This design comes from an exercise in tuning for small area, a short achievable clock period and few clock cycles on the open sky130 flow, not from production work.

==> flow/design.v <==
`default_nettype none
package dsf_pkg;
  localparam logic [1:0] OP_FREQ     = 2'd0;
  localparam logic [1:0] OP_AMP      = 2'd1;
  localparam logic [1:0] OP_PHASE    = 2'd2;
  localparam logic [1:0] OP_FREQ_ALL = 2'd3;
  localparam logic [6:0] SELECT_ADDR_RESET = 7'd0;
  localparam logic [6:0] FREQ_ADDR_RESET   = 7'd4;
  localparam logic [6:0] AMP_ADDR_RESET    = 7'd6;
  localparam logic [6:0] PHASE_ADDR_RESET  = 7'd5;
  localparam logic [20:0] DIV_FREQ = 21'd1953125;
  localparam logic [20:0] DIV_PHASE = 21'd1474560;
  localparam logic [24:0] PHASE_FULL = 25'd23592960;
  localparam logic [24:0] PHASE_TOP  = 25'd23593680;
endpackage
`default_nettype wire
`default_nettype none
module dsf_calc (
  input  wire logic        phase,
  input  wire logic [20:0] a,
  input  wire logic        din,
  output logic [20:0]      a_next,
  output logic             q
);
  localparam int W = 22;
  localparam logic [W-1:0] DF = {1'b0, dsf_pkg::DIV_FREQ};
  localparam logic [W-1:0] DP = {1'b0, dsf_pkg::DIV_PHASE};
  logic [W-1:0] x;
  logic [W:0]   bf;      
  logic [W:0]   bp;      
  logic         gef, gep;
  assign x = {a, din};
  always_comb begin
    logic [W-1:0] g, p, g2, p2;
    for (int i = 0; i < W; i++) begin
      g[i] = DF[i] ? !x[i] : 1'b0;
      p[i] = DF[i] ? 1'b1 : !x[i];
    end
    for (int s = 1; s < W; s = s * 2) begin
      for (int i = 0; i < W; i++) begin
        if (i >= s) begin
          g2[i] = g[i] | (p[i] & g[i-s]);
          p2[i] = p[i] & p[i-s];
        end else begin
          g2[i] = g[i];
          p2[i] = p[i];
        end
      end
      g = g2;
      p = p2;
    end
    bf[0] = 1'b0;
    for (int i = 0; i < W; i++) bf[i+1] = g[i];
  end
  always_comb begin
    logic [W-1:0] g, p, g2, p2;
    for (int i = 0; i < W; i++) begin
      g[i] = DP[i] ? !x[i] : 1'b0;
      p[i] = DP[i] ? 1'b1 : !x[i];
    end
    for (int s = 1; s < W; s = s * 2) begin
      for (int i = 0; i < W; i++) begin
        if (i >= s) begin
          g2[i] = g[i] | (p[i] & g[i-s]);
          p2[i] = p[i] & p[i-s];
        end else begin
          g2[i] = g[i];
          p2[i] = p[i];
        end
      end
      g = g2;
      p = p2;
    end
    bp[0] = 1'b0;
    for (int i = 0; i < W; i++) bp[i+1] = g[i];
  end
  assign gef = !bf[W];
  assign gep = !bp[W];
  assign q   = phase ? gep : gef;
  always_comb begin
    for (int i = 0; i < W - 1; i++) begin
      if (phase) begin
        a_next[i] = x[i] ^ (gep & (DP[i] ^ bp[i]));
      end else begin
        a_next[i] = x[i] ^ (gef & (DF[i] ^ bf[i]));
      end
    end
  end
endmodule
`default_nettype wire
`default_nettype none
module dds_spi_command_framer_core (
  input  wire logic        clk,
  input  wire logic        rst,
  input  wire logic        cmd_valid,
  output logic             cmd_ready,
  input  wire logic [1:0]  cmd_op,
  input  wire logic [2:0]  cmd_channel,
  input  wire logic [28:0] cmd_frequency_hz,
  input  wire logic [15:0] cmd_amplitude_word,
  input  wire logic [25:0] cmd_phase_deg_q16,
  output logic             spi_valid,
  input  wire logic        spi_ready,
  output logic [7:0]       spi_byte,
  output logic             spi_frame_end,
  output logic             spi_last,
  input  wire logic        cfg_wr_en,
  input  wire logic [1:0]  cfg_index,
  input  wire logic [6:0]  cfg_data
);
  localparam int STEPS = 5;
  logic [6:0]  sel_addr, freq_addr, amp_addr, phase_addr;
  logic        busy;
  logic [1:0]  op;
  logic [1:0]  ch;
  logic [2:0]  idx;
  logic [20:0] a;
  logic [31:0] q;
  logic        out_valid;
  logic [7:0]  out_byte;
  logic        out_frame_end;
  logic        out_last;
  logic        adv;
  logic        dv;
  logic [2:0]  lidx;
  logic        pair_end;
  logic        cmd_end;
  logic        take;
  logic        keep;
  logic        step_en;
  logic [6:0]  val_addr;
  logic [7:0]  byte_next;
  logic [20:0] sa [STEPS+1];
  logic [31:0] sq [STEPS+1];
  logic [24:0] ph_clamp;
  logic [24:0] ph_num;
  logic [20:0] a_init;
  logic [31:0] q_init;
  always_ff @(posedge clk) begin
    if (rst) begin
      sel_addr   <= dsf_pkg::SELECT_ADDR_RESET;
      freq_addr  <= dsf_pkg::FREQ_ADDR_RESET;
      amp_addr   <= dsf_pkg::AMP_ADDR_RESET;
      phase_addr <= dsf_pkg::PHASE_ADDR_RESET;
    end else if (cfg_wr_en) begin
      case (cfg_index)
        2'd0: sel_addr   <= cfg_data;
        2'd1: freq_addr  <= cfg_data;
        2'd2: amp_addr   <= cfg_data;
        default: phase_addr <= cfg_data;
      endcase
    end
  end
  assign adv      = !out_valid || spi_ready;
  assign dv       = (op == dsf_pkg::OP_FREQ) || (op == dsf_pkg::OP_PHASE) ||
                    ((op == dsf_pkg::OP_FREQ_ALL) && (ch == 2'd0));
  assign pair_end = (idx == lidx);
  assign cmd_end  = pair_end && ((op != dsf_pkg::OP_FREQ_ALL) || (ch == 2'd3));
  assign cmd_ready = !busy || (adv && cmd_end);
  assign take     = cmd_valid && cmd_ready;
  assign keep     = (cmd_op == dsf_pkg::OP_FREQ_ALL) || !cmd_channel[2];
  assign step_en  = busy && adv && dv;
  always_comb begin
    case (op)
      dsf_pkg::OP_AMP:   lidx = 3'd5;
      dsf_pkg::OP_PHASE: lidx = 3'd4;
      default:           lidx = 3'd6;
    endcase
  end
  always_comb begin
    case (op)
      dsf_pkg::OP_AMP:   val_addr = amp_addr;
      dsf_pkg::OP_PHASE: val_addr = phase_addr;
      default:           val_addr = freq_addr;
    endcase
  end
  assign sa[0] = a;
  assign sq[0] = q;
  for (genvar i = 0; i < STEPS; i++) begin : g_step
    logic din;
    logic qb;
    if (i == STEPS - 1) begin : g_last
      assign din = sq[i][31] && (idx != 3'd6);
    end else begin : g_mid
      assign din = sq[i][31];
    end
    dsf_calc u_step (
      .phase  (op == dsf_pkg::OP_PHASE),
      .a      (sa[i]),
      .din    (din),
      .a_next (sa[i+1]),
      .q      (qb)
    );
    assign sq[i+1] = {sq[i][30:0], qb};
  end
  always_comb begin
    if (cmd_phase_deg_q16[25]) begin
      ph_clamp = '0;
    end else if (cmd_phase_deg_q16[24:0] > dsf_pkg::PHASE_FULL) begin
      ph_clamp = dsf_pkg::PHASE_FULL;
    end else begin
      ph_clamp = cmd_phase_deg_q16[24:0];
    end
    ph_num = dsf_pkg::PHASE_TOP - ph_clamp;
  end
  always_comb begin
    case (cmd_op)
      dsf_pkg::OP_PHASE: begin
        a_init = {5'd0, ph_num[24:9]};
        q_init = {ph_num[8:0], 23'd0};
      end
      dsf_pkg::OP_AMP: begin
        a_init = {3'd0, cmd_frequency_hz[28:11]};
        q_init = {8'h00, cmd_amplitude_word[15:8] | 8'h10, cmd_amplitude_word[7:0], 8'h00};
      end
      default: begin
        a_init = {3'd0, cmd_frequency_hz[28:11]};
        q_init = {cmd_frequency_hz[10:0], 21'd0};
      end
    endcase
  end
  always_comb begin
    case (idx)
      3'd0:    byte_next = {1'b0, sel_addr};
      3'd1:    byte_next = 8'h10 << ch;
      3'd2:    byte_next = {1'b0, val_addr};
      3'd3:    byte_next = dv ? q[11:4] : q[31:24];
      3'd4:    byte_next = dv ? q[8:1]  : q[23:16];
      3'd5:    byte_next = dv ? sq[2][7:0] : q[15:8];
      default: byte_next = dv ? sq[5][7:0] : q[7:0];
    endcase
  end
  always_ff @(posedge clk) begin
    if (rst) begin
      busy      <= 1'b0;
      out_valid <= 1'b0;
    end else begin
      if (adv) begin
        out_valid <= busy;
      end
      if (cmd_ready) begin
        busy <= cmd_valid && keep;
      end
    end
  end
  always_ff @(posedge clk) begin
    if (take) begin
      op  <= cmd_op;
      ch  <= (cmd_op == dsf_pkg::OP_FREQ_ALL) ? 2'd0 : cmd_channel[1:0];
      idx <= 3'd0;
      a   <= a_init;
      q   <= q_init;
    end else begin
      if (busy && adv) begin
        if (pair_end) begin
          idx <= 3'd0;
          ch  <= ch + 2'd1;
        end else begin
          idx <= idx + 3'd1;
        end
      end
      if (step_en) begin
        a <= sa[STEPS];
        q <= sq[STEPS];
      end
    end
  end
  always_ff @(posedge clk) begin
    if (busy && adv) begin
      out_byte      <= byte_next;
      out_frame_end <= (idx == 3'd1) || pair_end;
      out_last      <= cmd_end;
    end
  end
  assign spi_valid     = out_valid;
  assign spi_byte      = out_byte;
  assign spi_frame_end = out_frame_end;
  assign spi_last      = out_last;
endmodule
`default_nettype wire
clock: 10.0 ns
lec_check: 0
abc_area: 1
cap_margin: 20
core_margin: 2
core_utilization: 40
slew_margin: 20
run.sh (not shown) runs the stock make flow with config.mk's settings and CLKGATE_MAP_FILE= SYNTH_SCRIPT=/design/flow/synth_recipe.tcl, a recipe that flattens the netlist after the stock synthesis.
Change:
--- a/flow/config.mk
+++ b/flow/config.mk
@@ -10,3 +10,4 @@
 export CORE_MARGIN = 2
 export CORE_UTILIZATION = 40
+export SETUP_SLACK_MARGIN = 3
 export SLEW_MARGIN = 20
After rerunning:
- die area does not change
- routed wire length increases by a few percent
- clock skew hardly moves
Change:
--- a/flow/config.mk
+++ b/flow/config.mk
@@ -6,8 +6,6 @@
 export NUM_CORES = 4
 export LEC_CHECK = 0
-export ABC_AREA = 1
 export CAP_MARGIN = 20
 export CORE_MARGIN = 2
 export CORE_UTILIZATION = 40
-export SETUP_SLACK_MARGIN = 3
 export SLEW_MARGIN = 20
Effect:
- Now the flow finished but failed the layout checks on setup timing
- non-clock buffer count increases by 159
- synthesized cell count shrinks by 21%
- die area rises by 2.9%
- synthesized area grows by 2.9%
- clock-buffer cell count came out higher by 2
No run of this note included a check of the RTL's function; only the layout flow was run.

* * *

Another version of the RTL of dds_spi_command_framer_core (not shown whole).
Size: about 11000 µm² of cells after synthesis.
==> flow/config.mk <==
export PLATFORM = sky130hd
export DESIGN_NAME = dds_spi_command_framer_core
export DESIGN_NICKNAME = dds_spi_command_framer_core
export VERILOG_FILES = /design/flow/design.v
export SDC_FILE = /design/flow/constraint.sdc
export NUM_CORES = 4
export LEC_CHECK = 0
export ABC_AREA = 1
export CAP_MARGIN = 20
export CORE_MARGIN = 2
export CORE_UTILIZATION = 40
export SETUP_SLACK_MARGIN = 2
export SLEW_MARGIN = 20
==> flow/constraint.sdc <==
create_clock -name core_clock -period 10.0 [get_ports {clk}]
set_input_delay 2.0000 -clock core_clock [delete_from_list [all_inputs] [get_ports {clk}]]
set_output_delay 2.0000 -clock core_clock [all_outputs]
set_load 0.01 [all_outputs]
Then changed:
--- a/flow/config.mk
+++ b/flow/config.mk
@@ -10,4 +10,4 @@
 export CORE_MARGIN = 2
 export CORE_UTILIZATION = 40
-export SETUP_SLACK_MARGIN = 2
+export SETUP_SLACK_MARGIN = 5
 export SLEW_MARGIN = 20
The new run passed the timing, design-rule and antenna checks.
Die area does not change.
Area after synthesis is unchanged.
No functional check of the RTL was part of any run of this note.

==> static timing again, ports no longer ideal <==
The results above use ideal ports. As a check the final layouts listed here were re-extracted and re-timed, cells and wires unchanged. Step 1: set_driving_cell puts a clkbuf_16 on clk and a buf_2 on each other input, an assumption about the parent block. Step 2 times the ports against the registers' clock, not the clock port: input delays grow and output delays shrink by t, the midpoint of the rising clock arrivals with the driver on. a / b / c = no drivers / after step 1 / after step 2; a / b = the first two.
run	t (ns)	slack for setup (ns)	latest minus earliest clock arrival (ns)
the first run of note 1	0.394	1.271 / 1.271 / 1.271	0.015 / 0.016
the second run of note 1	0.395	3.273 / 3.273 / 3.273	0.015 / 0.015
the third run of note 1	0.401	-0.033 / -0.033 / -0.033	0.014 / 0.014
the first run of note 2	0.405	3.964 / 3.964 / 3.964	0.017 / 0.017
the second run of note 2	0.409	5.145 / 5.115 / 4.872	0.013 / 0.013
For the second run of note 2, which loses most, drivers alone change the setup slack by -0.030 ns; drivers and shift together by -0.273 ns.
